This is an optimization exercise on Yosys and OpenROAD, whose aim is a short achievable clock period and few clock cycles, not a production implementation.
In this exercise RTL edits were held to simulation tests only and were not proved equivalent to the original.
No activity file was given, so power comes from the tool's default toggle rates.

`design.v`:
```
package rrts_pkg;
  localparam int ThreadsDef   = 16;
  localparam int CountBitsDef = 32;
  localparam int ReqW    = 3;
  localparam int TidW    = 4;
  localparam int StatusW = 3;
  localparam int OutCntW = 32;
  typedef logic [ReqW-1:0]    req_t;
  typedef logic [StatusW-1:0] status_t;
  typedef logic [1:0]         mode_t;
  localparam req_t REQ_TICK   = 3'd0;
  localparam req_t REQ_SPAWN  = 3'd1;
  localparam req_t REQ_TERM   = 3'd2;
  localparam req_t REQ_BLOCK  = 3'd3;
  localparam req_t REQ_RESUME = 3'd4;
  localparam req_t REQ_QUERY  = 3'd5;
  localparam status_t ST_OK      = 3'd0;
  localparam status_t ST_INVALID = 3'd1;
  localparam status_t ST_FULL    = 3'd2;
  localparam status_t ST_MAIN    = 3'd3;
  localparam status_t ST_HALT    = 3'd4;
  localparam mode_t MODE_RUN     = 2'd0;
  localparam mode_t MODE_BLOCKED = 2'd1;
  localparam mode_t MODE_READY   = 2'd2;
endpackage
module round_robin_thread_scheduler_unit #(
  parameter int THREADS    = rrts_pkg::ThreadsDef,
  parameter int COUNT_BITS = rrts_pkg::CountBitsDef
) (
  input  logic                         clk,
  input  logic                         rst_n,
  input  logic                         in_valid,
  output logic                         in_stall,
  input  logic [rrts_pkg::ReqW-1:0]    in_req_type,
  input  logic [rrts_pkg::TidW-1:0]    in_thread_id,
  output logic                         out_valid,
  input  logic                         out_stall,
  output logic [rrts_pkg::StatusW-1:0] out_status,
  output logic [rrts_pkg::TidW-1:0]    out_new_id,
  output logic [rrts_pkg::TidW-1:0]    out_running_id,
  output logic [rrts_pkg::OutCntW-1:0] out_thread_quantums,
  output logic [rrts_pkg::OutCntW-1:0] out_total_quantums
);
  localparam int IdW  = rrts_pkg::TidW;
  localparam int OutW = rrts_pkg::OutCntW;
  localparam int ResW = rrts_pkg::StatusW + 2 * IdW + 2 * OutW;
  localparam int QD   = 3;   
  function automatic logic [OutW-1:0] clip_out(input logic [COUNT_BITS-1:0] v);
    logic [COUNT_BITS-1:0] hi;
    hi = v >> OutW;
    if (hi != '0) clip_out = '1;
    else clip_out = OutW'(v);
  endfunction
  function automatic logic [COUNT_BITS-1:0] sat_inc(input logic [COUNT_BITS-1:0] v);
    logic all1;
    all1 = &v;
    for (int b = 0; b < COUNT_BITS; b++) begin
      logic low1;
      low1 = 1'b1;
      for (int j = 0; j < b; j++) low1 = low1 & v[j];
      sat_inc[b] = v[b] ^ (low1 & ~all1);
    end
  endfunction
  function automatic logic [IdW-1:0] enc(input logic [THREADS-1:0] oh);
    enc = '0;
    for (int i = 0; i < THREADS; i++) begin
      if (oh[i]) enc = enc | IdW'(i);
    end
  endfunction
  logic                accept;
  logic                in_stall_r;
  logic                a_v, a_tick, a_spawn, a_term, a_block, a_resume, a_query;
  logic                a_t0, a_clr;
  logic [THREADS-1:0]  a_toh;
  assign accept = rst_n && in_valid && !in_stall_r;
  always_ff @(posedge clk) begin
    a_v      <= accept;
    a_tick   <= accept && (in_req_type == rrts_pkg::REQ_TICK);
    a_spawn  <= accept && (in_req_type == rrts_pkg::REQ_SPAWN);
    a_term   <= accept && (in_req_type == rrts_pkg::REQ_TERM);
    a_block  <= accept && (in_req_type == rrts_pkg::REQ_BLOCK);
    a_resume <= accept && (in_req_type == rrts_pkg::REQ_RESUME);
    a_query  <= accept && (in_req_type == rrts_pkg::REQ_QUERY);
    a_t0     <= (in_thread_id == '0);
    for (int i = 0; i < THREADS; i++) a_toh[i] <= (int'(in_thread_id) == i);
    a_clr    <= !rst_n || (accept && (in_req_type == rrts_pkg::REQ_TERM) && (in_thread_id == '0));
  end
  logic [THREADS-1:0]    used_r, ready_r, blk_r, cur_r;
  logic [THREADS-1:0]    used_n, ready_n, blk_n, cur_n;
  logic [THREADS-1:0]    older_r [THREADS];
  logic [THREADS-1:0]    older_n [THREADS];
  logic [COUNT_BITS-1:0] cnt_r [THREADS];
  logic [COUNT_BITS-1:0] cnt_n [THREADS];
  logic [COUNT_BITS-1:0] total_r, total_n;
  logic [IdW-1:0]        cur_id_r;
  logic                  any_ready, full;
  logic [THREADS-1:0]    head, lf, enq, go;
  logic                  t_used, t_cur;
  logic                  term_nz, block_nz, tb_nz, disp;
  rrts_pkg::status_t     b_status;
  always_comb begin
    any_ready = |ready_r;
    full      = &used_r;
    for (int i = 0; i < THREADS; i++) begin
      logic blocked_by;
      blocked_by = 1'b0;
      for (int j = 0; j < THREADS; j++) begin
        if (j < i) blocked_by = blocked_by | (ready_r[j] & older_r[j][i]);
        else if (j > i) blocked_by = blocked_by | (ready_r[j] & ~older_r[i][j]);
      end
      head[i] = ready_r[i] & ~blocked_by;
    end
    for (int i = 0; i < THREADS; i++) begin
      lf[i] = ~used_r[i];
      for (int j = 0; j < i; j++) lf[i] = lf[i] & used_r[j];
    end
    t_used = |(a_toh & used_r);
    t_cur  = |(a_toh & cur_r);
    term_nz  = a_term & ~a_t0;
    block_nz = a_block & ~a_t0;
    tb_nz    = term_nz | block_nz;
    disp     = a_tick | (tb_nz & t_cur);
    for (int i = 0; i < THREADS; i++) begin
      go[i]  = head[i] & disp;
      enq[i] = (a_tick & any_ready & cur_r[i])
             | (a_spawn & lf[i])
             | (a_resume & a_toh[i] & blk_r[i]);
      if (cur_r[i]) cur_n[i] = ~(any_ready & (a_tick | (tb_nz & a_toh[i])));
      else cur_n[i] = go[i];
      ready_n[i] = (ready_r[i] & ~go[i] & ~(tb_nz & a_toh[i])) | enq[i];
      blk_n[i]   = (blk_r[i] & ~((term_nz | a_resume) & a_toh[i]))
                 | (block_nz & a_toh[i] & used_r[i]);
      used_n[i]  = (used_r[i] & ~(term_nz & a_toh[i])) | (a_spawn & lf[i]);
      if ((term_nz & a_toh[i] & used_r[i]) | (a_spawn & lf[i])) cnt_n[i] = '0;
      else if (a_tick & cur_r[i]) cnt_n[i] = sat_inc(cnt_r[i]);
      else cnt_n[i] = cnt_r[i];
    end
    for (int x = 0; x < THREADS; x++) begin
      older_n[x] = older_r[x];
      for (int y = x + 1; y < THREADS; y++) begin
        if (enq[x]) older_n[x][y] = 1'b0;
        else if (enq[y]) older_n[x][y] = 1'b1;
      end
    end
    total_n = a_tick ? sat_inc(total_r) : total_r;
    b_status = rrts_pkg::ST_OK;
    if (a_spawn & full) b_status = rrts_pkg::ST_FULL;
    if ((a_term | a_block | a_resume | a_query) & ~t_used) b_status = rrts_pkg::ST_INVALID;
    if (a_term & a_t0) b_status = rrts_pkg::ST_HALT;
    if (a_block & a_t0) b_status = rrts_pkg::ST_MAIN;
  end
  always_ff @(posedge clk) begin
    if (a_clr) begin
      used_r  <= THREADS'(1);
      ready_r <= '0;
      blk_r   <= '0;
      cur_r   <= THREADS'(1);
      total_r <= COUNT_BITS'(1);
      for (int i = 0; i < THREADS; i++) cnt_r[i] <= (i == 0) ? COUNT_BITS'(1) : '0;
    end else begin
      used_r  <= used_n;
      ready_r <= ready_n;
      blk_r   <= blk_n;
      cur_r   <= cur_n;
      total_r <= total_n;
      for (int i = 0; i < THREADS; i++) cnt_r[i] <= cnt_n[i];
    end
  end
  always_ff @(posedge clk) begin
    for (int i = 0; i < THREADS; i++) older_r[i] <= older_n[i];
  end
  logic                  c_v;
  logic [COUNT_BITS-1:0] c_cnt;
  logic [ResW-1:0]       c_res;
  logic [IdW-1:0]        run_n;
  assign c_v = a_v;
  always_comb begin
    c_cnt = '0;
    for (int i = 0; i < THREADS; i++) begin
      if (a_toh[i]) c_cnt = c_cnt | cnt_r[i];
    end
    run_n = (any_ready & disp) ? enc(head) : cur_id_r;
    c_res = {b_status,
             (a_spawn & ~full) ? enc(lf) : IdW'(0),
             a_clr ? IdW'(0) : run_n,
             (a_query & t_used) ? clip_out(c_cnt) : OutW'(0),
             a_clr ? OutW'(1) : clip_out(total_n)};
  end
  always_ff @(posedge clk) begin
    if (a_clr) cur_id_r <= '0;
    else cur_id_r <= run_n;
  end
  logic [ResW-1:0] q_mem [QD];
  logic [QD-1:0]   q_rp, q_wp;
  logic [QD-1:0]   q_th, q_th_n;
  logic [QD-1:0]   occ_th, occ_th_n;
  logic            o_v;
  logic [ResW-1:0] o_res;
  logic            deliver, q_up, q_dn, occ_up, occ_dn;
  logic [ResW-1:0] m0, m1, x0, y;
  assign deliver = o_v && !out_stall;
  assign q_up    = c_v && !deliver;
  assign q_dn    = deliver && !c_v;
  assign occ_up  = accept && !deliver;
  assign occ_dn  = deliver && !accept;
  always_comb begin
    for (int k = 0; k < QD; k++) begin
      if (q_up) q_th_n[k] = (k == 0) ? 1'b1 : q_th[k - 1];
      else if (q_dn) q_th_n[k] = (k == QD - 1) ? 1'b0 : q_th[k + 1];
      else q_th_n[k] = q_th[k];
      if (occ_up) occ_th_n[k] = (k == 0) ? 1'b1 : occ_th[k - 1];
      else if (occ_dn) occ_th_n[k] = (k == QD - 1) ? 1'b0 : occ_th[k + 1];
      else occ_th_n[k] = occ_th[k];
    end
    m0 = '0;
    m1 = '0;
    for (int k = 0; k < QD; k++) begin
      if (q_rp[k]) m0 = m0 | q_mem[k];
      if (q_rp[(k + QD - 1) % QD]) m1 = m1 | q_mem[k];
    end
    x0 = q_th[0] ? m0 : c_res;
    y  = !o_v ? x0 : (q_th[1] ? m1 : c_res);
  end
  always_ff @(posedge clk) begin
    if (!rst_n) begin
      o_v        <= 1'b0;
      q_th       <= '0;
      q_rp       <= QD'(1);
      q_wp       <= QD'(1);
      occ_th     <= '0;
      in_stall_r <= 1'b1;
    end else begin
      o_v        <= c_v || (deliver ? q_th[1] : q_th[0]);
      q_th       <= q_th_n;
      if (deliver) q_rp <= {q_rp[QD-2:0], q_rp[QD-1]};
      if (c_v) q_wp <= {q_wp[QD-2:0], q_wp[QD-1]};
      occ_th     <= occ_th_n;
      in_stall_r <= occ_th_n[QD-1];
    end
  end
  always_ff @(posedge clk) begin
    for (int k = 0; k < QD; k++) begin
      if (c_v && q_wp[k]) q_mem[k] <= c_res;
    end
    o_res <= out_stall ? x0 : y;
  end
  assign in_stall = in_stall_r;
  assign out_valid = o_v;
  assign {out_status, out_new_id, out_running_id, out_thread_quantums, out_total_quantums} = o_res;
endmodule
```
`run.sh`:
```
#!/bin/bash
# synth_recipe.tcl (not shown) runs the flow's synth.tcl, then flattens the netlist and writes it again
# the make line also repeats each setting of config.mk as NAME=value (left out here)
make -C /OpenROAD-flow-scripts/flow DESIGN_CONFIG=/design/flow/config.mk WORK_HOME=/design/flow/orfs CLKGATE_MAP_FILE= SYNTH_SCRIPT=/design/flow/synth_recipe.tcl finish
```
`config.mk`:
```
export PLATFORM = sky130hd
export DESIGN_NAME = round_robin_thread_scheduler_unit
export DESIGN_NICKNAME = round_robin_thread_scheduler_unit
export VERILOG_FILES = /design/flow/design.v
export SDC_FILE = /design/flow/constraint.sdc
export NUM_CORES = 4
export LEC_CHECK = 0
export ABC_CLOCK_PERIOD_IN_PS = 1800
export CAP_MARGIN = 20
export CORE_MARGIN = 2
export CORE_UTILIZATION = 65
export CTS_CLUSTER_DIAMETER = 80
export CTS_CLUSTER_SIZE = 24
export PLACE_DENSITY = 0.75
export SETUP_SLACK_MARGIN = 4.0
export SLEW_MARGIN = 20
```
`constraint.sdc`:
```
create_clock -name core_clock -period 6.0 [get_ports {clk}]
set_input_delay 1.2000 -clock core_clock [delete_from_list [all_inputs] [get_ports {clk}]]
set_output_delay 1.2000 -clock core_clock [all_outputs]
set_load 0.01 [all_outputs]
```
==> results of run 1 <==
## metal layers
metal,track usage,overflow
met1,0.8553,65
met2,1.011,871
met3,0.7571,88
met4,0.8875,425
met5,0.5235,18
## stage by stage
stage | setup slack, ps | util
after CTS | 3635 | 0.8317
after detailed placement | 1736 | 0.6824
after global placement | 1846 | 0.6822
after floorplan | 3436 | -
## how the worst max path moves through the flow
| stage | from | cells after the start | end | slack [ps] |
|---|---|---|---|---|
| floorplan | out_stall | 6 | q_th[0] | 3440 |
| global placement | out_stall | 8 | o_res[18] | 1850 |
| detailed placement | out_stall | 8 | o_res[14] | 1740 |
| CTS | o_res[69] | 1 | out_new_id[1] | 3640 |
## power by group through the flow
stage / Combinational (mW) / Clock (mW) / Sequential, mW
after global placement: 0.436 / 0 / 7.61
after detailed placement: 0.442 / 0 / 7.61
after floorplan: 0.272 / 0 / 7.58
after CTS: 0.560 / 4.02 / 7.39
## timing repair
| item | 4_1_cts |
|---|---|
| buffers inserted | 450 |
| endpoints found under the setup margin | 1239 |
| pin swaps | 269 |
| hold buffers | 0 |
| cloned | 47 |
| resized for setup | 1655 |
## cells by family after synthesis
| family | Yosys count | share of synthesized area |
|---|---|---|
| xor+xnor | 461 | 0.08355 |
| simple gates | 2170 | 0.2119 |
| mux | 6 | 0.001243 |
| fa+ha+maj | 20 | 0.005178 |
| buf+inv | 421 | 0.03345 |
| compound gates | 1120 | 0.1749 |
| flops | 1070 | 0.4899 |
==> impl_results.md, run 1 <==
* Largest net degree at the start of global routing at 83
* Tot GR Track Use at 0.8727
* Half-perimeter wire length after placement at 107700 um
* TritonCTS buffer count at 51
* Synthesized flop and latch total at 1070
* Post-synth top area cell: dfxtp_1
* Yosys warns at 6
* Clock Path Buffers at 3
* Die width at 276.7 um
* IO Pins at 88
* Mapped cell area at 48330 um2
* Initial Utilization at 0.6590
* Syn Nets at 5299
* Netlist cell types at 79
* Share of the yosys chip area belonging to registers at 0.4899
* Post-synthesis async set-or-reset flop share at 0
* Synth Flop Type: dfxtp_1
* Port buffer count at 87
* Cell row count at 99
* Die Y at 276.7 um
* Synth top area cells: dfxtp_1 (35%), edfxtp_1 (14%), nor2_1 (6.1%)
* Status: stopped before the end
* Stopping stage: global routing
* Gpl congestion at 1.020
* CTS HTree Levels at 2
* CTS sink cnt at 1070
* Number of synthesized flops with an enable pin at 225
* Error: [ERROR GRT-0232] Routing congestion too high. Check the congestion heatmap in the GUI.
* Count leader, synth: dfxtp_1
* Worst_ep kind: sequential cell input
* CTS root buffer: clkbuf_16
* Worst endpoint after global-route timing repair: o_res[16]$_DFF_P_/D
* Syn Area/Cell at 9.174 um2
* Synth top area share at 0.3500
* Commonest cells in the netlist: dfxtp_1 (845), nor2_1 (786), nand2_1 (519), xor2_1 (293), clkbuf_1 (274)
* Placed cell count at 6047
* Syn Inst Count at 5268
* Area after DPL at 50040 um2
* GRT overflow at 1467
Testbench counts, summed over its fixed seeds: cycles 6,416.
==> run 2: changes to the inputs <==
--- a/design.v
+++ b/design.v
@@ -92,5 +92,5 @@
   logic [COUNT_BITS-1:0] cnt_r [THREADS];
   logic [COUNT_BITS-1:0] cnt_n [THREADS];
-  logic [COUNT_BITS-1:0] total_r, total_n;
+  logic [COUNT_BITS-1:0] total_r, total_n, total_p1_r;
   logic [IdW-1:0]        cur_id_r;
   logic                  any_ready, full;
@@ -143,5 +143,5 @@
       end
     end
-    total_n = a_tick ? sat_inc(total_r) : total_r;
+    total_n = a_tick ? total_p1_r : total_r;
     b_status = rrts_pkg::ST_OK;
     if (a_spawn & full) b_status = rrts_pkg::ST_FULL;
@@ -157,4 +157,5 @@
       cur_r   <= THREADS'(1);
       total_r <= COUNT_BITS'(1);
+      total_p1_r <= COUNT_BITS'(2);
       for (int i = 0; i < THREADS; i++) cnt_r[i] <= (i == 0) ? COUNT_BITS'(1) : '0;
     end else begin
@@ -164,4 +165,5 @@
       cur_r   <= cur_n;
       total_r <= total_n;
+      if (a_tick) total_p1_r <= sat_inc(total_p1_r);
       for (int i = 0; i < THREADS; i++) cnt_r[i] <= cnt_n[i];
     end
@@ -198,5 +200,6 @@
   logic [ResW-1:0] o_res;
   logic            deliver, q_up, q_dn, occ_up, occ_dn;
-  logic [ResW-1:0] m0, m1, x0, y;
+  logic [ResW-1:0] m0, m1, m_sel;
+  logic            sel_c;
   assign deliver = o_v && !out_stall;
   assign q_up    = c_v && !deliver;
@@ -219,6 +222,6 @@
       if (q_rp[(k + QD - 1) % QD]) m1 = m1 | q_mem[k];
     end
-    x0 = q_th[0] ? m0 : c_res;
-    y  = !o_v ? x0 : (q_th[1] ? m1 : c_res);
+    sel_c = out_stall ? !q_th[0] : !q_th[1];
+    m_sel = out_stall ? m0 : m1;
   end
   always_ff @(posedge clk) begin
@@ -243,5 +246,5 @@
       if (c_v && q_wp[k]) q_mem[k] <= c_res;
     end
-    o_res <= out_stall ? x0 : y;
+    o_res <= sel_c ? c_res : m_sel;
   end
   assign in_stall = in_stall_r;
--- a/config.mk
+++ b/config.mk
@@ -9,8 +9,8 @@
 export CAP_MARGIN = 20
 export CORE_MARGIN = 2
-export CORE_UTILIZATION = 65
-export CTS_CLUSTER_DIAMETER = 80
-export CTS_CLUSTER_SIZE = 24
-export PLACE_DENSITY = 0.75
-export SETUP_SLACK_MARGIN = 4.0
+export CORE_UTILIZATION = 50
+export CTS_CLUSTER_DIAMETER = 100
+export CTS_CLUSTER_SIZE = 30
+export PLACE_DENSITY = 0.65
+export SETUP_SLACK_MARGIN = 3.7
 export SLEW_MARGIN = 20
==> impl_results.md, run 2 <==
* Status: no timing/DRC/antenna violations
* F_max at 0.4159 GHz
* Worst-Margin Slew at 971.6 ps
* Starting DRT DRC Count at 6341
* Max reg flops at 512
* Crit path buffers/inverters at 1
* CTS tree: yes
* Syn Area/Cell at 9.272 um2
* First-pass GRT wire length at 267900 um
* CTS HTree Levels at 2
* Via count at 45.00k
* Via count of the first global-routing pass at 39.80k
* Share of the yosys chip area belonging to registers at 0.4813
* Cell row count at 116
* Netlist cell types at 88
* Final Skew at 30.51 ps
* Synthesized flop and latch total at 1102
* Design Power at 12.13 mW
* Power Density at 210.1 nW/um2
* CP Capture Type: primary output
* Final setup vio count at 0
* Syn Inst Count at 5449
* Commonest non-fill, non-tap cells in the layout: nor2_1 (756), dfxtp_1 (620), nand2_1 (435)
* Half-perimeter wire length after placement at 126800 um
* Final period util at 0.4007
* CP Max Fanout at 1
* CTS root buffer: clkbuf_16
* Met1 Wirelength at 71890 um
* Synth top area share at 0.3475
* Synth Flop Type: dfxtp_1
* IO Pins at 88
* Commonest cells in the netlist: dfxtp_1 (877), nor2_1 (769), nand2_1 (440), clkbuf_1 (260), nand3_1 (255)
* Post-synthesis async set-or-reset flop share at 0
* Clock-pin slew on the worst setup and hold paths at 110 ps
* Count leader, synth: dfxtp_1
* Fin nets at 5495
* R2R Path Start: cnt_r[10][8]
* Reg-to-reg setup timing slack at 3620 ps
* Slowest cell on crit path: dfxtp_4
* Final slew viol count at 0
* Tot GR Track Use at 0.3442
* Slew Limit Headroom at 0.3479
* Maxcap violations at 0
* Die area at 103600 um2
* Commonest non-fill, non-tap cell in the layout: nor2_1
* Largest register by flop count: cnt_r
* Hold Fails Final Rpt at 0
* Clock Path Buffers at 3
* Min-Delay Path Class: flop to flop
* Setup TNS at 0 ps
* Top delay family on crit path: flip-flops
* Highest metal used: met5
* Syn Nets at 5480
* Die width at 321.9 um
* Gpl congestion at 1.049
* GRT overflow at 0
* Drt drc at 0
* Mapped cell area at 50520 um2
* Critical path, cell by cell: buf_6
* RSZ-0062 raised after global routing: true
* Fillers at 8798
* CTS sink cnt at 1102
* Yosys warns at 6
* Drt total wl at 186400 um
* Wire per inst at 27.42 um
* Final Critical Period at 2404 ps
* Critical path's largest stage delay at 400 ps
* Port buffer count at 87
* Critical path class: flop to primary output
* Post-synth top area cell: dfxtp_1
* TritonCTS buffer count at 45
* Initial Utilization at 0.5045
* Drt first pass iters at 9
* Largest net degree at the start of global routing at 105
* Met3 wire length at 18600 um
* Clk Latency, worst-skew pair at 700 ps
* DR vias/cell at 6.619
* Number of synthesized flops with an enable pin at 225
* Die Y at 321.9 um
* Area growth, synth to finish at 14.31%
* Met2 Wirelength at 79930 um
* Synth top area cells: dfxtp_1 (35%), edfxtp_1 (13%), nor2_1 (5.7%)
* Antenna-violating nets left at 0
* Crit start category: flop
* Worst setup path startpoint: o_res[59]
* CORE AREA at 100100 um2
* Top Registers: cnt_r x512, q_mem x225, older_r x120
* Req. time, crit path at 4800 ps
* Worst VDD drop at 0.0001949 V
* Initial antenna violation count at 9
* Worst Path Arrival at 1200 ps
* Layout cells sized above 1 at 0.1739
* Hold_sp: q_wp[0]
* Leakage power at 19.29 nW
* Post-layout util at 0.5766
[run 2: cell count changes after synthesis, moves of 39 or more]
cell	change
nor3_1	+59
xor2_1	-77
mux2i_1	+73
mux2_2	+39
a21oi_1	+50
xnor2_1	+45
o21ai_0	-58
nand2_1	-79
[run 2: path summary, 6_finish.rpt]
path	depth (start not counted)	end
setup / recovery	1	out_thread_quantums[27]
setup reg to reg	10	cnt_r[10][1]
hold / removal	2	q_wp[0]
hold reg to reg	2	q_wp[0]
[run 2: what timing repair did]
item	4_1_cts	5_1_grt
hold buffers	0	0
gates cloned	10	4
endpoints found under the hold margin	0	0
buffers inserted	59	78
gates resized for setup	791	287
pin swaps	24	49
endpoints found under the setup margin	896	623
[run 2: metal layers]
layer	GRT usage	up-vias
li1	-	20110
met4	0.2411	8
met5	0	-
met2	0.5181	2500
met3	0.06055	581
met1	0.4488	21800
[run 2: cells by family (layout without fill, tap and decap cells)]
family,Yosys count,count (layout),share of synthesized area
and+or+nand+nor,2311,2314,0.2259
DFF,1102,1102,0.4813
AOI/OAI and AO/OA,1029,1031,0.1546
buffers and inverters,440,481,0.03457
xor gates and xnor gates,429,429,0.07437
muxes,118,119,0.02434
adders and majority gates,20,20,0.004953
other,0,4,0
[run 2: power by group]
group	total, mW	leakage (nW)	internal [mW]	switching [mW]
clock	4.12	0.715	1.65	2.47
sequential	7.59	9.51	7.54	0.0466
combinational	0.425	9.07	0.138	0.288
total	12.1	19.3	9.33	2.80
[run 2: final cells by class]
| cell class | count | area [um2] | share of cell area |
|---|---|---|---|
| sequential | 1102 | 24790 | 0.4293 |
| antenna | 4 | 10.01 | 0.0001733 |
| clock inverter | 12 | 168.9 | 0.002925 |
| clock buffer | 67 | 1303 | 0.02255 |
| tap | 1298 | 1624 | 0.02812 |
| inverter | 89 | 357.8 | 0.006197 |
| multi-input combinational | 3913 | 26330 | 0.4560 |
| timing repair buffer | 313 | 3161 | 0.05473 |
[run 2: worst reg2reg max path, delay by kind of cell (launching register included)]
family	cells	cell delay, ps
xor gates and xnor gates	1	150
adders and majority gates	1	190
DFF	1	380
and+or+nand+nor	8	1530
[run 2: per-stage QoR]
step	area (um2)	instances	worst slack, ps	hold slack [ps]
global placement	52310	6564	2454	456.8
global route	57740	6794	3527	518.5
finish	57750	6798	3596	490.8
detailed placement	52330	6564	2434	464.6
floorplan	50540	5449	3684	433.7
CTS	56170	6712	3576	492.1
Testbench counts of run 2, summed over its fixed seeds: cycles 6,416.
==> run 3: changes to the inputs <==
--- a/design.v
+++ b/design.v
@@ -62,4 +62,13 @@
     end
   endfunction
+  function automatic logic [COUNT_BITS-1:0] inc_of(input logic [COUNT_BITS-1:0] v,
+                                                   input logic go);
+    for (int b = 0; b < COUNT_BITS; b++) begin
+      logic low1;
+      low1 = 1'b1;
+      for (int j = 0; j < b; j++) low1 = low1 & v[j];
+      inc_of[b] = v[b] ^ (low1 & go);
+    end
+  endfunction
   function automatic logic [IdW-1:0] enc(input logic [THREADS-1:0] oh);
     enc = '0;
@@ -71,4 +80,5 @@
   logic                in_stall_r;
   logic                a_v, a_tick, a_spawn, a_term, a_block, a_resume, a_query;
+  logic [THREADS-1:0]  a_qoh;   
   logic                a_t0, a_clr;
   logic [THREADS-1:0]  a_toh;
@@ -82,4 +92,6 @@
     a_resume <= accept && (in_req_type == rrts_pkg::REQ_RESUME);
     a_query  <= accept && (in_req_type == rrts_pkg::REQ_QUERY);
+    for (int i = 0; i < THREADS; i++)
+      a_qoh[i] <= accept && (in_req_type == rrts_pkg::REQ_QUERY) && (int'(in_thread_id) == i);
     a_t0     <= (in_thread_id == '0);
     for (int i = 0; i < THREADS; i++) a_toh[i] <= (int'(in_thread_id) == i);
@@ -92,4 +104,5 @@
   logic [COUNT_BITS-1:0] cnt_r [THREADS];
   logic [COUNT_BITS-1:0] cnt_n [THREADS];
+  logic [THREADS-1:0]    sat_r, sat_n;
   logic [COUNT_BITS-1:0] total_r, total_n, total_p1_r;
   logic [IdW-1:0]        cur_id_r;
@@ -132,7 +145,14 @@
                  | (block_nz & a_toh[i] & used_r[i]);
       used_n[i]  = (used_r[i] & ~(term_nz & a_toh[i])) | (a_spawn & lf[i]);
-      if ((term_nz & a_toh[i] & used_r[i]) | (a_spawn & lf[i])) cnt_n[i] = '0;
-      else if (a_tick & cur_r[i]) cnt_n[i] = sat_inc(cnt_r[i]);
-      else cnt_n[i] = cnt_r[i];
+      if ((term_nz & a_toh[i] & used_r[i]) | (a_spawn & lf[i])) begin
+        cnt_n[i] = '0;
+        sat_n[i] = 1'b0;
+      end else if (a_tick & cur_r[i] & ~sat_r[i]) begin
+        cnt_n[i] = inc_of(cnt_r[i], ~sat_r[i]);
+        sat_n[i] = (cnt_r[i] == {{(COUNT_BITS - 1){1'b1}}, 1'b0});
+      end else begin
+        cnt_n[i] = cnt_r[i];
+        sat_n[i] = sat_r[i];
+      end
     end
     for (int x = 0; x < THREADS; x++) begin
@@ -159,4 +179,5 @@
       total_p1_r <= COUNT_BITS'(2);
       for (int i = 0; i < THREADS; i++) cnt_r[i] <= (i == 0) ? COUNT_BITS'(1) : '0;
+      sat_r   <= '0;
     end else begin
       used_r  <= used_n;
@@ -167,4 +188,5 @@
       if (a_tick) total_p1_r <= sat_inc(total_p1_r);
       for (int i = 0; i < THREADS; i++) cnt_r[i] <= cnt_n[i];
+      sat_r   <= sat_n;
     end
   end
@@ -180,5 +202,5 @@
     c_cnt = '0;
     for (int i = 0; i < THREADS; i++) begin
-      if (a_toh[i]) c_cnt = c_cnt | cnt_r[i];
+      if (a_qoh[i] & used_r[i]) c_cnt = c_cnt | cnt_r[i];
     end
     run_n = (any_ready & disp) ? enc(head) : cur_id_r;
@@ -186,5 +208,5 @@
              (a_spawn & ~full) ? enc(lf) : IdW'(0),
              a_clr ? IdW'(0) : run_n,
-             (a_query & t_used) ? clip_out(c_cnt) : OutW'(0),
+             clip_out(c_cnt),
              a_clr ? OutW'(1) : clip_out(total_n)};
   end
--- a/config.mk
+++ b/config.mk
@@ -9,8 +9,8 @@
 export CAP_MARGIN = 20
 export CORE_MARGIN = 2
-export CORE_UTILIZATION = 50
-export CTS_CLUSTER_DIAMETER = 100
-export CTS_CLUSTER_SIZE = 30
-export PLACE_DENSITY = 0.65
-export SETUP_SLACK_MARGIN = 3.7
+export CORE_UTILIZATION = 55
+export CTS_CLUSTER_DIAMETER = 80
+export CTS_CLUSTER_SIZE = 24
+export PLACE_DENSITY = 0.7
+export SETUP_SLACK_MARGIN = 3.65
 export SLEW_MARGIN = 20
==> impl_results.md, run 3 <==
* Reg-to-reg setup timing slack at 3590 ps
* Synth top area cells: dfxtp_1 (37%), edfxtp_1 (14%), nor2_1 (6.7%)
* Slowest cell on crit path: or4_4
* Synthesized flop and latch total at 1134
* Layout Cells excl Fill at 6489
* Req. time, crit path at 6610 ps
* Crit path depth at 6
* CP Max Fanout at 7
* Antenna-violating nets left at 0
* Die Y at 304.3 um
* Final setup vio count at 0
* CP Capture Type: flop
* GRT overflow at 0
* Leakage power at 19.32 nW
* Placed cell count at 6255
* Initial Utilization at 0.5526
* Syn Area/Cell at 9.418 um2
* Number of synthesized flops with an enable pin at 225
* Syn Inst Count at 5265
* R2R Path Start: a_tick
* TritonCTS buffer count at 56
* Final slew viol count at 0
* Top Registers: cnt_r x512, q_mem x225, older_r x120
* Half-perimeter wire length after placement at 109200 um
* Crit path buffers/inverters at 1
* Wire per inst at 25.07 um
* Crit start category: flop
* Worst Path Arrival at 3020 ps
* Fin Hold WS at 486.9 ps
* Post-route setup slack at 3588 ps
* Share of the yosys chip area belonging to registers at 0.5032
* Hold Fails Final Rpt at 0
* Drt total wl at 162700 um
* Clk Latency, worst-skew pair at 700 ps
* Synth Flop Type: dfxtp_1
* Commonest cells in the netlist: dfxtp_1 (909), nor2_1 (883), nand2_1 (399), clkbuf_1 (299), xor2_1 (290)
* Worst slack, placed at 2592 ps
* Largest register by flop count: cnt_r
* Worst VDD drop at 0.0002691 V
* F_max at 0.4147 GHz
* CTS root buffer: clkbuf_16
* IO Pins at 88
* Yosys warns at 6
* Fin nets at 5306
* Post-synthesis async set-or-reset flop share at 0
* Critical path class: flop to flop
* Via count at 42.15k
* Fillers at 7451
* Initial antenna violation count at 2
* Syn Nets at 5296
* Critical path, cell by cell: buf_12 > nand3b_1 > or4_4 > or4_4 > or3_1 > a21oi_1
* Cell row count at 110
* Port buffer count at 87
* Synth top area share at 0.3670
* Critical path's largest stage delay at 630 ps
* Starting DRT DRC Count at 5888
* Maxcap violations at 0
* Commonest non-fill, non-tap cells in the layout: nor2_1 (872), dfxtp_1 (794), nand2_1 (388)
* Count leader, synth: dfxtp_1
* DR vias/cell at 6.496
* Post-layout util at 0.6205
* RR Endpoint: cnt_r[0][29]
* Setup TNS at 0 ps
* Via count of the first global-routing pass at 38.35k
* Die area at 92570 um2
* CTS HTree Levels at 2
* Mapped cell area at 49590 um2
* Drt first pass iters at 11
* Power Density at 228.0 nW/um2
* Slew Limit Headroom at 0.4143
* Tot GR Track Use at 0.3382
* Commonest non-fill, non-tap cell in the layout: nor2_1
* Largest net degree at the start of global routing at 87
* CTS sink cnt at 1134
* Worst setup path startpoint: a_tick
* Final Critical Period at 2412 ps
* Gpl congestion at 1.029
* Top delay family on crit path: simple AND/OR/NAND/NOR gates
* Die width at 304.3 um
* Final period util at 0.4019
* CORE AREA at 89740 um2
* Final Skew at 33.24 ps
* Netlist cell types at 71
* Status: no timing/DRC/antenna violations
* Clock Path Buffers at 3
* Clock-pin slew on the worst setup and hold paths at 100 ps
* CP most frequent cell: or4_4
* CTS tree: yes
* Layout cells sized above 1 at 0.1391
* CP Capture Point: cnt_r[0][29]
* RSZ-0062 raised after global routing: true
* Worst r2r path cells at 6
* Min-Delay Path Class: flop to flop
* Area growth, synth to finish at 12.30%
* Post-synth top area cell: dfxtp_1
* First-pass GRT wire length at 242000 um
* Max reg flops at 512
* Drt drc at 0
* Worst-Margin Slew at 871.9 ps
run 3: cell families after synthesis:
kind of cell / share of synthesized area
buffers and inverters: 0.03242
flip-flops: 0.5032
AO/OA/AOI/OAI: 0.1417
adder cells (fa/ha/maj): 0.005047
multiplexers: 0.02599
XOR/XNOR: 0.08549
AND/OR/NAND/NOR: 0.2061
run 3: worst min path at each step:
stage	depth (start not counted)	end	from
final	2	sat_r[13]	sat_r[13]
after global routing	2	older_r[0][1]	older_r[0][1]
after CTS	2	sat_r[13]	sat_r[13]
after detailed placement	2	q_wp[0]	q_wp[0]
after global placement	2	q_wp[0]	q_wp[0]
after floorplan	2	q_wp[0]	q_wp[0]
run 3: final cells by class:
cell class,instances,area (um2),share of cell area
Sequential cell,1134,25170,0.4521
Tap cell,1176,1471,0.02642
Multi-Input combinational cell,3708,24210,0.4349
Clock inverter,13,176.4,0.003168
Clock buffer,81,1546,0.02777
Timing Repair Buffer,284,2731,0.04905
Inverter,91,365.4,0.006561
Antenna cell,2,5.005,0.00008988
run 3: report_power, final:
group / internal (mW) / leakage (nW) / switching (mW)
Clock: 1.92 / 0.836 / 2.56
Sequential: 7.78 / 9.75 / 0.0644
Combinational: 0.136 / 8.74 / 0.234
Total: 9.83 / 19.3 / 2.86
run 3: through the flow:
stage                     instance area [um2]  power [mW]
after floorplan                         49600       8.215
after global placement                  51210       8.356
after detailed placement                51210       8.362
after CTS                               54430       12.73
after global routing                    55680       13.04
final                                   55680       12.69
run 3: worst min-delay path: cells and delay by family, from the launching register on:
| kind | cells | cell delay, ps |
|---|---|---|
| buf+inv | 1 | 70 |
| flops | 1 | 320 |
| compound gates | 1 | 60 |
run 3: repair_timing:
action,4_1_cts,5_1_grt
endpoints found under the setup margin,873,670
hold buffers,0,0
gates resized for setup,643,149
pin swaps,30,45
buffers inserted,62,72
cloned,1,3
endpoints found under the hold margin,0,0
run 3: layer usage:
| layer | track usage | part of all wire | vias up |
|---|---|---|---|
| met5 | 0 | 0 | - |
| met4 | 0.2293 | 0.082 | 0 |
| met3 | 0.04986 | 0.090 | 564 |
| met2 | 0.5214 | 0.44 | 2248 |
| met1 | 0.4418 | 0.39 | 20340 |
| li1 | - | - | 19000 |
Testbench counts of run 3, summed over its fixed seeds: cycles 6,416.
==> run 4: changes to the inputs <==
--- a/design.v
+++ b/design.v
@@ -52,22 +52,25 @@
     else clip_out = OutW'(v);
   endfunction
-  function automatic logic [COUNT_BITS-1:0] sat_inc(input logic [COUNT_BITS-1:0] v);
-    logic all1;
-    all1 = &v;
-    for (int b = 0; b < COUNT_BITS; b++) begin
-      logic low1;
-      low1 = 1'b1;
-      for (int j = 0; j < b; j++) low1 = low1 & v[j];
-      sat_inc[b] = v[b] ^ (low1 & ~all1);
-    end
-  endfunction
-  function automatic logic [COUNT_BITS-1:0] inc_of(input logic [COUNT_BITS-1:0] v,
-                                                   input logic go);
-    for (int b = 0; b < COUNT_BITS; b++) begin
-      logic low1;
-      low1 = 1'b1;
-      for (int j = 0; j < b; j++) low1 = low1 & v[j];
-      inc_of[b] = v[b] ^ (low1 & go);
-    end
+  localparam int CW = (COUNT_BITS % 8 == 0) ? 8 : COUNT_BITS;
+  localparam int NC = COUNT_BITS / CW;
+  function automatic logic [NC+COUNT_BITS-1:0] step(input logic [COUNT_BITS-1:0] v,
+                                                    input logic [NC-1:0] f,
+                                                    input logic go);
+    logic [COUNT_BITS-1:0] nv;
+    logic [NC-1:0]         nf;
+    logic                  cin;
+    cin = go & ~(&f);
+    for (int k = 0; k < NC; k++) begin
+      for (int j = 0; j < CW; j++) begin
+        logic low1;
+        low1 = 1'b1;
+        for (int m = 0; m < j; m++) low1 = low1 & v[k * CW + m];
+        nv[k * CW + j] = v[k * CW + j] ^ (cin & low1);
+      end
+      if (cin) nf[k] = (v[k * CW +: CW] == {{(CW - 1){1'b1}}, 1'b0});
+      else nf[k] = (v[k * CW +: CW] == '1);
+      cin = cin & f[k];
+    end
+    step = {nf, nv};
   endfunction
   function automatic logic [IdW-1:0] enc(input logic [THREADS-1:0] oh);
@@ -104,6 +107,8 @@
   logic [COUNT_BITS-1:0] cnt_r [THREADS];
   logic [COUNT_BITS-1:0] cnt_n [THREADS];
-  logic [THREADS-1:0]    sat_r, sat_n;
+  logic [NC-1:0]         cf_r [THREADS];
+  logic [NC-1:0]         cf_n [THREADS];
   logic [COUNT_BITS-1:0] total_r, total_n, total_p1_r;
+  logic [NC-1:0]         tf_r;
   logic [IdW-1:0]        cur_id_r;
   logic                  any_ready, full;
@@ -147,11 +152,10 @@
       if ((term_nz & a_toh[i] & used_r[i]) | (a_spawn & lf[i])) begin
         cnt_n[i] = '0;
-        sat_n[i] = 1'b0;
-      end else if (a_tick & cur_r[i] & ~sat_r[i]) begin
-        cnt_n[i] = inc_of(cnt_r[i], ~sat_r[i]);
-        sat_n[i] = (cnt_r[i] == {{(COUNT_BITS - 1){1'b1}}, 1'b0});
+        cf_n[i]  = '0;
+      end else if (a_tick & cur_r[i]) begin
+        {cf_n[i], cnt_n[i]} = step(cnt_r[i], cf_r[i], 1'b1);
       end else begin
         cnt_n[i] = cnt_r[i];
-        sat_n[i] = sat_r[i];
+        cf_n[i]  = cf_r[i];
       end
     end
@@ -179,5 +183,6 @@
       total_p1_r <= COUNT_BITS'(2);
       for (int i = 0; i < THREADS; i++) cnt_r[i] <= (i == 0) ? COUNT_BITS'(1) : '0;
-      sat_r   <= '0;
+      for (int i = 0; i < THREADS; i++) cf_r[i] <= '0;
+      tf_r    <= '0;
     end else begin
       used_r  <= used_n;
@@ -186,7 +191,7 @@
       cur_r   <= cur_n;
       total_r <= total_n;
-      if (a_tick) total_p1_r <= sat_inc(total_p1_r);
+      if (a_tick) {tf_r, total_p1_r} <= step(total_p1_r, tf_r, 1'b1);
       for (int i = 0; i < THREADS; i++) cnt_r[i] <= cnt_n[i];
-      sat_r   <= sat_n;
+      for (int i = 0; i < THREADS; i++) cf_r[i] <= cf_n[i];
     end
   end
--- a/config.mk
+++ b/config.mk
@@ -9,8 +9,8 @@
 export CAP_MARGIN = 20
 export CORE_MARGIN = 2
-export CORE_UTILIZATION = 55
+export CORE_UTILIZATION = 60
 export CTS_CLUSTER_DIAMETER = 80
 export CTS_CLUSTER_SIZE = 24
-export PLACE_DENSITY = 0.7
+export PLACE_DENSITY = 0.72
 export SETUP_SLACK_MARGIN = 3.65
 export SLEW_MARGIN = 20
==> impl_results.md, run 4 <==
* CTS sink cnt at 1186
* IO Pins at 88
* Setup TNS at 0 ps
* Fin area at 57660 um2
* Yosys warns at 8
* RSZ-0062 raised after global routing: true
* Critical path class: flop to flop
* CP Max Fanout at 32
* Via count of the first global-routing pass at 39.78k
* Die area at 89630 um2
* Layout cells sized above 1 at 0.1232
* Initial antenna violation count at 1
* Crit start category: flop
* Worst Path Arrival at 3030 ps
* Half-perimeter wire length after placement at 116700 um
* Final Skew at 21.82 ps
* Netlist cell types at 75
* Fin nets at 5633
* Top Registers: cnt_r x512, q_mem x225, older_r x120
* TritonCTS buffer count at 57
* Die Y at 299.4 um
* Drt first pass iters at 10
* Critical path, cell by cell: and2_1 > buf_4 > a22o_1 > a221oi_1 > nand4_1 > buf_4 > nor2_1 > a21oi_1
* Drt total wl at 169800 um
* F_max at 0.4089 GHz
* CTS root buffer: clkbuf_16
* Clk Latency, worst-skew pair at 710 ps
* Via count at 43.60k
* Commonest non-fill, non-tap cells in the layout: nor2_1 (845), dfxtp_1 (844), nand2_1 (539)
* Worst VDD drop at 0.0002626 V
* Post-route setup slack at 3554 ps
* Antenna-violating nets left at 0
* Final period util at 0.4076
* Syn Inst Count at 5538
* Port buffer count at 87
* CTS tree: yes
* Post-synth top area cell: dfxtp_1
* Final slew viol count at 0
* CORE AREA at 86620 um2
* Syn Area/Cell at 9.453 um2
* Share of the yosys chip area belonging to registers at 0.4966
* Worst slack, placed at 2539 ps
* DR vias/cell at 6.515
* Fillers at 6957
* Wire per inst at 25.37 um
* Gpl congestion at 1.035
* Largest net degree at the start of global routing at 102
* Drt drc at 0
* Starting DRT DRC Count at 5685
* Number of synthesized flops with an enable pin at 225
* CTS HTree Levels at 2
* Crit path buffers/inverters at 2
* Max reg flops at 512
* Min-Delay Path Class: flop to flop
* Syn Nets at 5671
* Largest register by flop count: cnt_r
* Commonest cells in the netlist: dfxtp_1 (961), nor2_1 (850), nand2_1 (550), a21oi_1 (303), xor2_1 (282)
* Final Critical Period at 2446 ps
* Synth top area share at 0.3675
* Mapped cell area at 52350 um2
* GRT overflow at 0
* Hold Buf Count CTS at 0
* CP Capture Type: flop
* Status: no timing/DRC/antenna violations
* Count leader, synth: dfxtp_1
* Synth top area cells: dfxtp_1 (37%), edfxtp_1 (13%), nor2_1 (6.1%)
* Top delay family on crit path: compound AO/OA/AOI/OAI gates
* Leakage power at 20.08 nW
* Clock Path Buffers at 3
* Die width at 299.4 um
* Area growth, synth to finish at 10.15%
* Commonest non-fill, non-tap cell in the layout: nor2_1
* Synth Flop Type: dfxtp_1
* Power Density at 226.5 nW/um2
* Worst-Margin Slew at 911.2 ps
* CP most frequent cell: buf_4
* Slowest cell on crit path: a221oi_1
* Tot GR Track Use at 0.3646
* Cell row count at 108
* Initial Utilization at 0.6044
* Clock-pin slew on the worst setup and hold paths at 100 ps
* Area after DPL at 53980 um2
* Slew Limit Headroom at 0.3871
* Critical path's largest stage delay at 570 ps
* Hold Fails Final Rpt at 0
* Post-synthesis async set-or-reset flop share at 0
* Req. time, crit path at 6580 ps
* First-pass GRT wire length at 250000 um
* Maxcap violations at 0
* Synthesized flop and latch total at 1186
* Reg-to-reg setup timing slack at 3550 ps
* Final setup vio count at 0
==> run 4: cell families after synthesis <==
group	share of synthesized area
fa+ha+maj	0.02916
buf+inv	0.03114
compound gates	0.1504
flops	0.4966
mux	0.02507
xor+xnor	0.07462
simple gates	0.1931
==> run 4: what timing repair did <==
item / in CTS / in global routing
gates resized for setup: 597 / 127
endpoints found under the setup margin: 760 / 563
buffers inserted: 64 / 15
pin swaps: 30 / 17
gates cloned: 0 / 2
==> run 4: worst paths after layout <==
kind	from	endpoint	cells past startpoint
max	used_r[9]	o_res[54]	8
min reg2reg	q_wp[0]	q_wp[0]	2
min	q_wp[0]	q_wp[0]	2
max reg2reg	used_r[9]	o_res[54]	8
==> run 4: power by group <==
part	total (mW)	switching (mW)	internal, mW
clock network	4.51	2.66	1.85
registers	8.17	0.0553	8.11
logic	0.379	0.246	0.132
total	13.1	2.96	10.1
==> run 4: tightest hold or removal path, stage by stage, from the launching register on <==
cell and delay (ps):
dfxtp_1 340, a21oi_1 60, nand2_1 60
==> run 4: cell type report <==
type	count	area (um2)	area share
sequential	1186	26250	0.4552
multi-input combinational	3946	25610	0.4442
timing repair buffer	252	2419	0.04194
clock buffer	80	1523	0.02641
tap	1155	1445	0.02506
inverter	57	241.5	0.004188
clock inverter	14	172.7	0.002994
antenna	2	5.005	0.00008679
==> run 4: stage by stage <==
stage / total power [mW] / cells / hold WS (ps) / util
floorplan: 8.560 / 5538 / 428.9 / -
global placement: 8.703 / 6515 / 448.9 / 0.6232
detailed placement: 8.708 / 6515 / 456.4 / 0.6232
CTS: 13.08 / 6673 / 480.8 / 0.6574
global route: 13.40 / 6690 / 503.3 / 0.6657
finish: 13.06 / 6692 / 475.2 / 0.6657
==> run 4: layer usage <==
| metal | track usage | vias up | wire length, um |
|---|---|---|---|
| li1 | - | 19780 | - |
| met1 | 0.4919 | 20880 | 66400 |
| met2 | 0.5634 | 2430 | 74100 |
| met3 | 0.07357 | 498 | 19390 |
| met4 | 0.1742 | 0 | 9895 |
| met5 | 0 | - | 0 |
Testbench counts of run 4, summed over its fixed seeds: cycles 6,416.
==> run 5: changes to the inputs <==
--- a/config.mk
+++ b/config.mk
@@ -9,8 +9,8 @@
 export CAP_MARGIN = 20
 export CORE_MARGIN = 2
-export CORE_UTILIZATION = 60
+export CORE_UTILIZATION = 55
 export CTS_CLUSTER_DIAMETER = 80
 export CTS_CLUSTER_SIZE = 24
-export PLACE_DENSITY = 0.72
-export SETUP_SLACK_MARGIN = 3.65
+export PLACE_DENSITY = 0.7
+export SETUP_SLACK_MARGIN = 3.75
 export SLEW_MARGIN = 20
==> impl_results.md, run 5 <==
* Worst VDD drop at 0.0002328 V
* Drt total wl at 173000 um
* Slew Limit Headroom at 0.3539
* Clk Latency, worst-skew pair at 730 ps
* IO Pins at 88
* GRT overflow at 0
* Req. time, crit path at 4800 ps
* Post-synthesis compound-gate area fraction at 0.1504
* DR vias/cell at 6.397
* Min-Delay Path Class: flop to flop
* Fin nets at 5674
* Syn Area/Cell at 9.453 um2
* Yosys warns at 8
* Post-layout util at 0.6180
* Synth Flop Type: dfxtp_1
* Worst-Margin Slew at 969.2 ps
* TritonCTS buffer count at 58
* Register area at 26250 um2
* CP Capture Type: primary output
* Die width at 312.5 um
* Wire per inst at 25.28 um
* Gpl congestion at 0.9961
* Post-synthesis adder-cell area fraction at 0.02916
* Top delay family on crit path: flip-flops
* Slowest cell on crit path: dfxtp_4
* Worst slack, placed at 2586 ps
* Maxcap violations at 0
* Count leader, synth: dfxtp_1
* Antenna-violating nets left at 0
* Via count at 43.78k
* Share of the yosys chip area belonging to registers at 0.4966
* Largest net degree at the start of global routing at 81
* Final Critical Period at 2427 ps
* Setup TNS at 0 ps
* Via count of the first global-routing pass at 40.36k
* Layout cells sized above 1 at 0.1350
* Met3 wire length at 19600 um
* CTS sink cnt at 1186
* Half-perimeter wire length after placement at 118200 um
* Worst Path Arrival at 1230 ps
* Largest register by flop count: cnt_r
* Area growth, synth to finish at 11.83%
* Tot GR Track Use at 0.3429
* Power Density at 225.1 nW/um2
* Initial antenna violation count at 3
* Critical path's largest stage delay at 380 ps
* Commonest non-fill, non-tap cells in the layout: dfxtp_1 (848), nor2_1 (846), nand2_1 (539)
* Commonest non-fill, non-tap cell in the layout: dfxtp_1
* Post-Synth Simple-Gate Area at 0.1931
* Synthesized flop and latch total at 1186
* Critical path class: flop to primary output
* First-pass GRT wire length at 256000 um
* Syn Inst Count at 5538
* Top Registers: cnt_r x512, q_mem x225, older_r x120
* CP Max Fanout at 1
* Highest metal used: met5
* Max reg flops at 512
* Commonest cells in the netlist: dfxtp_1 (961), nor2_1 (850), nand2_1 (550), a21oi_1 (303), xor2_1 (282)
* Port buffer count at 87
* Critical path, cell by cell: buf_6
* Crit path buffers/inverters at 1
* Hold Fails Final Rpt at 0
* Antenna cell count at 0
* Met1 Wirelength at 68510 um
* Initial Utilization at 0.5526
* Die area at 97670 um2
* Fin Hold WS at 483.7 ps
* Multiplexer share of the synthesized area at 0.02507
* Synth top area share at 0.3675
* Met2 Wirelength at 76090 um
* Clock-pin slew on the worst setup and hold paths at 100 ps
* RSZ-0062 raised after global routing: true
* Final Skew at 33.97 ps
* CTS root buffer: clkbuf_16
* Drt drc at 0
* Starting DRT DRC Count at 6114
* Cell row count at 113
* Final slew viol count at 0
* Clock Path Buffers at 3
* Drt first pass iters at 12
* F_max at 0.4121 GHz
* Number of synthesized flops with an enable pin at 225
* CORE AREA at 94730 um2
* Leakage power at 20.44 nW
* Post-synth top area cell: dfxtp_1
* Post-route setup slack at 3573 ps
* Main combinational cell family by area after synthesis: simple AND/OR/NAND/NOR gates
* Post-synthesis async set-or-reset flop share at 0
* Area of the multi-input gates at 25950 um2
* Status: no timing/DRC/antenna violations
* Die Y at 312.5 um
* Hold Buf Count CTS at 0
* CTS tree: yes
* Mapped cell area at 52350 um2
* CTS HTree Levels at 2
* Xor and xnor area share after synthesis at 0.07462
* Synth top area cells: dfxtp_1 (37%), edfxtp_1 (13%), nor2_1 (6.1%)
* Final period util at 0.4045
* Netlist cell types at 75
* Fillers at 8028
* Crit start category: flop
* Syn Nets at 5671
* Final setup vio count at 0
[run 5: layer usage]
layer	global-route usage	up-vias
li1	-	19870
met3	0.07246	456
met4	0.1487	2
met2	0.5288	2334
met5	0	-
met1	0.4666	21110
[run 5: cells by family (layout without fill, tap and decap cells)]
kind of cell,count (synthesis),after routing
XOR/XNOR,446,446
multiplexers,122,122
flip-flops,1186,1186
buffers and inverters,408,445
AND/OR/NAND/NOR,2203,2204
AO/OA/AOI/OAI,1051,1053
adder cells (fa/ha/maj),122,122
[run 5: stage by stage]
step,area [um2],cells,total power [mW]
after global routing,58540,6843,13.54
after global placement,54140,6625,8.708
after CTS,57520,6806,13.21
after detailed placement,54150,6625,8.713
after floorplan,52420,5538,8.562
final,58540,6843,13.18
[run 5: repair_timing]
| action | in CTS | in global routing |
|---|---|---|
| resized for setup | 633 | 151 |
| gates cloned | 3 | 1 |
| hold endpoints to repair | 0 | 0 |
| setup endpoints to repair | 945 | 680 |
| pin swaps | 43 | 31 |
| setup buffers | 81 | 36 |
[run 5: worst paths after layout]
check	start	to	slack, ps	cells after the start
setup reg to reg	ready_r[15]	q_mem[2][66]	3630	8
hold / removal	cf_r[12][1]	cf_r[12][1]	480	2
setup / recovery	o_res[61]	out_thread_quantums[29]	3570	1
hold reg to reg	cf_r[12][1]	cf_r[12][1]	480	2
[run 5: layout make-up]
type / instances / share of cell area
clock buffers: 81 / 0.02661
clock inverters: 16 / 0.003334
inverters: 57 / 0.004232
multi-input cells: 3947 / 0.4433
flip-flops and latches: 1186 / 0.4484
well taps: 1265 / 0.02704
repair buffers: 291 / 0.04711
[run 5: power by group]
group | switching [mW] | total, mW | leakage (nW) | internal, mW
clock | 2.69 | 4.63 | 0.847 | 1.94
combinational | 0.246 | 0.379 | 9.42 | 0.134
sequential | 0.0552 | 8.17 | 10.2 | 8.11
==> run 6: changes to the inputs <==
--- a/config.mk
+++ b/config.mk
@@ -9,8 +9,8 @@
 export CAP_MARGIN = 20
 export CORE_MARGIN = 2
-export CORE_UTILIZATION = 55
+export CORE_UTILIZATION = 62
 export CTS_CLUSTER_DIAMETER = 80
 export CTS_CLUSTER_SIZE = 24
-export PLACE_DENSITY = 0.7
+export PLACE_DENSITY = 0.72
 export SETUP_SLACK_MARGIN = 3.75
 export SLEW_MARGIN = 20
==> impl_results.md, run 6 <==
* Number of synthesized flops with an enable pin at 225
* Die Y at 294.6 um
* Via count at 44.15k
* Synth top area cells: dfxtp_1 (37%), edfxtp_1 (13%), nor2_1 (6.1%)
* Min-Delay Path Class: flop to flop
* F_max at 0.4165 GHz
* Slowest cell on crit path: dfxtp_4
* Clk Latency, worst-skew pair at 700 ps
* Final Skew at 29.15 ps
* Commonest non-fill, non-tap cells in the layout: nor2_1 (845), dfxtp_1 (842), nand2_1 (540)
* Commonest non-fill, non-tap cell in the layout: nor2_1
* First-pass GRT wire length at 251500 um
* Largest net degree at the start of global routing at 106
* Initial antenna violation count at 5
* Design Power at 13.15 mW
* Post-route setup slack at 3599 ps
* Antenna-violating nets left at 0
* Post-layout util at 0.6978
* Initial Utilization at 0.6255
* CTS tree: yes
* Drt first pass iters at 10
* Crit start category: flop
* Layout Cells excl Fill at 6700
* Area after DPL at 54010 um2
* CORE AREA at 83690 um2
* Post-synth top area cell: dfxtp_1
* Final setup vio count at 0
* Mapped cell area at 52350 um2
* CTS HTree Levels at 2
* CP Capture Type: primary output
* Post-synthesis async set-or-reset flop share at 0
* RSZ-0062 raised after global routing: true
* Final slew viol count at 0
* Synth Flop Type: dfxtp_1
* Worst r2r path cells at 9
* Yosys warns at 8
* Crit path buffers/inverters at 1
* Worst VDD drop at 0.0002655 V
* Half-perimeter wire length after placement at 116800 um
* Top delay family on crit path: flip-flops
* CTS sink cnt at 1186
* Critical path class: flop to primary output
* Fillers at 6509
* Clock-pin slew on the worst setup and hold paths at 100 ps
* Synth top area share at 0.3675
* Status: no timing/DRC/antenna violations
* Synthesized flop and latch total at 1186
* Maxcap violations at 0
* CTS root buffer: clkbuf_16
* Drt drc at 0
* Critical path, cell by cell: buf_6
* IO Pins at 88
* Req. time, crit path at 4800 ps
* Via count of the first global-routing pass at 40.18k
* Final period util at 0.4001
* Syn Inst Count at 5538
* Final Critical Period at 2401 ps
* Die width at 294.6 um
* Starting DRT DRC Count at 6070
* Drt total wl at 172000 um
* Hold Fails Final Rpt at 0
* Fin nets at 5663
* Syn Area/Cell at 9.453 um2
* Top Registers: cnt_r x512, q_mem x225, older_r x120
* Syn Nets at 5671
* Slew Limit Headroom at 0.4190
* TritonCTS buffer count at 57
* Clock Path Buffers at 3
* Power Density at 225.1 nW/um2
* Area growth, synth to finish at 11.54%
* Worst-Margin Slew at 871.5 ps
* Critical path's largest stage delay at 380 ps
* Fin area at 58390 um2
* Hold path depth at 2
* Die area at 86780 um2
* Crit path depth at 1
* Share of the yosys chip area belonging to registers at 0.4966
* Netlist cell types at 75
* DR vias/cell at 6.589
* Port buffer count at 87
* Setup TNS at 0 ps
* Max reg flops at 512
* CP Max Fanout at 1
* Cell row count at 106
* Gpl congestion at 1.004
* Leakage power at 20.43 nW
* Largest register by flop count: cnt_r
* Worst slack, placed at 2643 ps
* Placed cell count at 6496
* Worst Path Arrival at 1200 ps
* Count leader, synth: dfxtp_1
* GRT overflow at 0
* Wire per inst at 25.67 um
* Layout cells sized above 1 at 0.1359
* Commonest cells in the netlist: dfxtp_1 (961), nor2_1 (850), nand2_1 (550), a21oi_1 (303), xor2_1 (282)
* Tot GR Track Use at 0.3841
* Fin Hold WS at 480.8 ps
[run 6: cell type report]
class	instances	area, um2	area share
diodes	2	5.005	0.00008571
clock buffers	78	1535	0.02629
clock inverters	15	216.5	0.003707
inverters	57	244.0	0.004178
multi-input cells	3946	25960	0.4445
flip-flops and latches	1186	26270	0.4498
well taps	1134	1419	0.02430
repair buffers	282	2751	0.04712
[run 6: cells by family after synthesis]
| group | share of synthesized area |
|---|---|
| simple gates | 0.1931 |
| flops | 0.4966 |
| compound gates | 0.1504 |
| xor+xnor | 0.07462 |
| buf+inv | 0.03114 |
| mux | 0.02507 |
| fa+ha+maj | 0.02916 |
[run 6: worst reg2reg max path: cells and delay by family (launching register included)]
family / cells / cell delay, ps
buffers and inverters: 4 / 670
flip-flops: 1 / 380
AO/OA/AOI/OAI: 1 / 210
AND/OR/NAND/NOR: 4 / 840
[run 6: path summary, 6_finish.rpt]
path,startpoint,endpoint,slack (ps)
worst max-delay path,o_res[33],out_thread_quantums[1],3600
worst min-delay path,q_wp[0],q_wp[0],480
worst max register to register,ready_r[15],q_mem[0][67],3640
worst min register to register,q_wp[0],q_wp[0],480
[run 6: power by group]
part	internal, mW	switching (mW)
Combinational	0.134	0.250
Sequential	8.11	0.0559
Clock	1.96	2.64
[run 6: timing repair]
action,CTS,global route
buffers inserted,86,18
resized for setup,651,145
gates cloned,3,2
pin swaps,41,16
endpoints found under the hold margin,0,0
hold buffers,0,0
endpoints found under the setup margin,902,641
[run 6: layer usage]
| metal | global-route usage | vias up | wire length [um] |
|---|---|---|---|
| met3 | 0.07699 | 516 | 19200 |
| met4 | 0.1900 | 2 | 10210 |
| li1 | - | 19850 | - |
| met1 | 0.5145 | 21210 | 67580 |
| met2 | 0.5939 | 2562 | 74960 |
| met5 | 0 | - | 16 |
==> run 7: changes to the inputs <==
--- a/design.v
+++ b/design.v
@@ -83,5 +83,6 @@
   logic                in_stall_r;
   logic                a_v, a_tick, a_spawn, a_term, a_block, a_resume, a_query;
-  logic [THREADS-1:0]  a_qoh;   
+  logic [COUNT_BITS-1:0] a_cnt;
+  logic                  a_qinc, a_qrst;
   logic                a_t0, a_clr;
   logic [THREADS-1:0]  a_toh;
@@ -95,6 +96,4 @@
     a_resume <= accept && (in_req_type == rrts_pkg::REQ_RESUME);
     a_query  <= accept && (in_req_type == rrts_pkg::REQ_QUERY);
-    for (int i = 0; i < THREADS; i++)
-      a_qoh[i] <= accept && (in_req_type == rrts_pkg::REQ_QUERY) && (int'(in_thread_id) == i);
     a_t0     <= (in_thread_id == '0);
     for (int i = 0; i < THREADS; i++) a_toh[i] <= (int'(in_thread_id) == i);
@@ -199,19 +198,34 @@
     for (int i = 0; i < THREADS; i++) older_r[i] <= older_n[i];
   end
+  always_ff @(posedge clk) begin
+    a_cnt  <= '0;
+    a_qinc <= 1'b0;
+    for (int i = 0; i < THREADS; i++) begin
+      if (int'(in_thread_id) == i) begin
+        a_cnt  <= cnt_r[i];
+        a_qinc <= a_tick & cur_r[i];
+      end
+    end
+    a_qrst <= a_clr;
+  end
+  logic [NC-1:0]         q_f, q_fn;
+  logic [COUNT_BITS-1:0] q_cnt, q_inc;
+  always_comb begin
+    for (int k = 0; k < NC; k++) q_f[k] = &a_cnt[k * CW +: CW];
+    {q_fn, q_inc} = step(a_cnt, q_f, 1'b1);
+    if (a_qrst) q_cnt = COUNT_BITS'(1);
+    else if (a_qinc) q_cnt = q_inc;
+    else q_cnt = a_cnt;
+  end
   logic                  c_v;
-  logic [COUNT_BITS-1:0] c_cnt;
   logic [ResW-1:0]       c_res;
   logic [IdW-1:0]        run_n;
   assign c_v = a_v;
   always_comb begin
-    c_cnt = '0;
-    for (int i = 0; i < THREADS; i++) begin
-      if (a_qoh[i] & used_r[i]) c_cnt = c_cnt | cnt_r[i];
-    end
     run_n = (any_ready & disp) ? enc(head) : cur_id_r;
     c_res = {b_status,
              (a_spawn & ~full) ? enc(lf) : IdW'(0),
              a_clr ? IdW'(0) : run_n,
-             clip_out(c_cnt),
+             (a_query & t_used) ? clip_out(q_cnt) : OutW'(0),
              a_clr ? OutW'(1) : clip_out(total_n)};
   end
--- a/config.mk
+++ b/config.mk
@@ -9,8 +9,8 @@
 export CAP_MARGIN = 20
 export CORE_MARGIN = 2
-export CORE_UTILIZATION = 62
+export CORE_UTILIZATION = 55
 export CTS_CLUSTER_DIAMETER = 80
 export CTS_CLUSTER_SIZE = 24
-export PLACE_DENSITY = 0.72
-export SETUP_SLACK_MARGIN = 3.75
+export PLACE_DENSITY = 0.7
+export SETUP_SLACK_MARGIN = 3.7
 export SLEW_MARGIN = 20
==> impl_results.md, run 7 <==
* Status: no timing/DRC/antenna violations
* Placed cell count at 7057
* Die Y at 321.5 um
* Post-synthesis async set-or-reset flop share at 0
* Internal power at 10.53 mW
* Fillers at 8362
* Combinational cell fraction of total power at 0.052
* Clock power share at 0.342
* Clk Latency, worst-skew pair at 720 ps
* Register area at 26590 um2
* Count leader, synth: dfxtp_1
* Initial Utilization at 0.5544
* Sw frac at 0.2350
* Net switching power at 3.235 mW
* RSZ-0062 raised after global routing: true
* Share of the yosys chip area belonging to registers at 0.4754
* Antenna cell count at 0
* Mapped cell area at 55440 um2
* Via count at 47.19k
* Top Registers: cnt_r x512, q_mem x225, older_r x120
* Final setup vio count at 0
* CTS sink cnt at 1204
* Via count of the first global-routing pass at 42.15k
* Post-synth top area cell: dfxtp_1
* Drt drc at 0
* Die width at 321.5 um
* Top delay family on crit path: flip-flops
* Area growth, synth to finish at 12.30%
* Critical path's largest stage delay at 420 ps
* Critical path class: flop to primary output
* Req. time, crit path at 4800 ps
* Fin nets at 6091
* Synth top area cells: dfxtp_1 (35%), edfxtp_1 (12%), nor2_1 (6.1%)
* Sequential share of power at 0.606
* IO Pins at 88
* Slew Limit Headroom at 0.2345
* TritonCTS buffer count at 58
* CP Max Fanout at 1
* Syn Inst Count at 5980
* Initial antenna violation count at 2
* Synth top area share at 0.3535
* Worst Path Arrival at 1270 ps
* Fin Hold WS at 472.6 ps
* CTS root buffer: clkbuf_16
* Syn Area/Cell at 9.270 um2
* Synthesized flop and latch total at 1204
* Number of synthesized flops with an enable pin at 225
* CTS tree: yes
* Commonest cells in the netlist: dfxtp_1 (979), nor2_1 (896), nand2_1 (617), a21oi_1 (355), xor2_1 (288)
* CTS HTree Levels at 2
* Synth Flop Type: dfxtp_1
* Worst-Margin Slew at 1147 ps
* Crit path buffers/inverters at 1
* Gpl congestion at 1.006
* Die area at 103300 um2
* Largest register by flop count: cnt_r
* DR vias/cell at 6.475
* Hold Fails Final Rpt at 0
* CP Capture Type: primary output
* Setup TNS at 0 ps
* CORE AREA at 100000 um2
* Largest net degree at the start of global routing at 67
* Clock Path Buffers at 3
* Clock-pin slew on the worst setup and hold paths at 100 ps
* GRT overflow at 0
* Yosys warns at 8
* Commonest non-fill, non-tap cell in the layout: nor2_1
* Slowest cell on crit path: dfxtp_4
* Layout cells sized above 1 at 0.1421
* Drt first pass iters at 11
* Maxcap violations at 0
* Layout Cells excl Fill at 7288
* Leakage power at 21.75 nW
* Half-perimeter wire length after placement at 124400 um
* Critical path, cell by cell: buf_6
* Starting DRT DRC Count at 6287
* Wire per inst at 24.91 um
* Drt total wl at 181600 um
* Final Skew at 22.77 ps
* First-pass GRT wire length at 265700 um
* Final Critical Period at 2466 ps
* Reg-to-reg setup timing slack at 3620 ps
* Netlist cell types at 83
* Min-Delay Path Class: flop to flop
* Final period util at 0.4110
* Final slew viol count at 0
* Crit start category: flop
* Commonest non-fill, non-tap cells in the layout: nor2_1 (881), dfxtp_1 (870), nand2_1 (596)
* Area of the multi-input gates at 29120 um2
* Area after DPL at 57150 um2
* Fin area at 62250 um2
* F_max at 0.4056 GHz
* Worst VDD drop at 0.0002332 V
* Hold Buf Count CTS at 0
* Cell row count at 116
* Power Density at 221.2 nW/um2
* Port buffer count at 87
* Antenna-violating nets left at 0
* Max reg flops at 512
* Design Power at 13.77 mW
* Syn Nets at 6117
* Tot GR Track Use at 0.3342
run 7: cell count changes after synthesis, sizes merged, moves of 20 or more:
cell	change
a22o	-97
a221oi	-89
o21ai	+73
nand2	+72
mux2i	+71
o22ai	+58
a21oi	+52
a22oi	+37
nor2	+35
buf	+32
nand3	+29
inv	+22
mux2	+20
run 7: worst min-delay path, delay by kind of cell, from the launching register on:
family                 cells  cell delay (ps)
DFF                        1              340
AOI/OAI and AO/OA          1               40
buffers and inverters      1               50
run 7: area by class of cell:
cell class              count  area share
clock buffers              87     0.02691
clock inverters             9    0.001889
well taps                1298     0.02609
repair inverters            1   0.0001206
repair buffers            271     0.04404
flip-flops and latches   1204      0.4272
inverters                  83    0.005969
multi-input cells        4335      0.4678
run 7: worst paths after layout:
check	to	depth (start not counted)	startpoint
worst max register to register	q_mem[2][65]	6	ready_r[9]
worst min register to register	blk_r[0]	2	blk_r[0]
worst max-delay path	out_running_id[1]	1	o_res[65]
worst min-delay path	blk_r[0]	2	blk_r[0]
run 7: timing repair:
| action | CTS | global route |
|---|---|---|
| setup buffers | 52 | 67 |
| pin swaps | 24 | 48 |
| cloned | 9 | 7 |
| resized for setup | 648 | 197 |
| setup endpoints to repair | 1043 | 848 |
| endpoints found under the hold margin | 0 | 0 |
run 7: logic make-up after synthesis:
logic type / Yosys count / share of synthesized area
AND/OR/NAND/NOR: 2344 / 0.1932
flip-flops: 1204 / 0.4754
AO/OA/AOI/OAI: 1164 / 0.1485
XOR/XNOR: 465 / 0.07347
buffers and inverters: 448 / 0.03390
multiplexers: 229 / 0.04706
adder cells (fa/ha/maj): 126 / 0.02844
run 7: metal layers:
| metal | vias up | wire (um) | GRT usage |
|---|---|---|---|
| met5 | - | 27 | 0 |
| met4 | 4 | 10450 | 0.1511 |
| met3 | 462 | 17370 | 0.05319 |
| met2 | 2479 | 80340 | 0.5217 |
| met1 | 22880 | 73390 | 0.4568 |
| li1 | 21370 | - | - |
run 7: power by group through the flow:
stage	logic [mW]	registers, mW	clock network [mW]
global placement	0.595	8.53	0
CTS	0.661	8.34	4.76
global route	0.754	8.35	5.03
finish	0.721	8.34	4.70
detailed placement	0.600	8.53	0
floorplan	0.448	8.49	0
run 7: through the flow:
stage                 util  setup slack, ps
CTS                 0.6061             3478
finish              0.6225             3534
global placement    0.5715             1764
detailed placement  0.5715             1745
floorplan                -             3354
global route        0.6225             3511
Testbench counts of run 7, summed over its fixed seeds: cycles 6,416.

afterwards: timing with drivers on the ports:
The flow's constraints put no driver on any port. The routed layouts listed below were extracted and timed again, unchanged, in two steps. Step 1, drivers: a clkbuf_16 drives clk and a buf_2 each remaining input, both assumed. Step 2 moves the port delays by t, midway between the first and last clock arrival at a register: inputs arrive t later, outputs are due t later. That takes back most of the time a late clock gives input paths. Three values: ideal ports, drivers, drivers and shift; two values: the first two.
run | t (ns) | slack for setup (ns) | hold WS [ns]
run 2 | 0.761 | 3.596 / 3.519 / 3.085 | 0.491 / 0.491 / 0.491
run 3 | 0.752 | 3.588 / 3.541 / 2.931 | 0.487 / 0.487 / 0.487
run 4 | 0.772 | 3.554 / 3.526 / 3.044 | 0.475 / 0.475 / 0.475
run 5 | 0.790 | 3.573 / 3.496 / 3.015 | 0.484 / 0.484 / 0.484
run 6 | 0.758 | 3.599 / 3.524 / 3.114 | 0.481 / 0.481 / 0.481
run 7 | 0.786 | 3.534 / 3.458 / 2.737 | 0.473 / 0.473 / 0.473
After both steps every run listed still meets setup and hold. For run 7, which loses most, drivers alone change the setup slack by -0.076 ns; drivers and shift together by -0.797 ns.
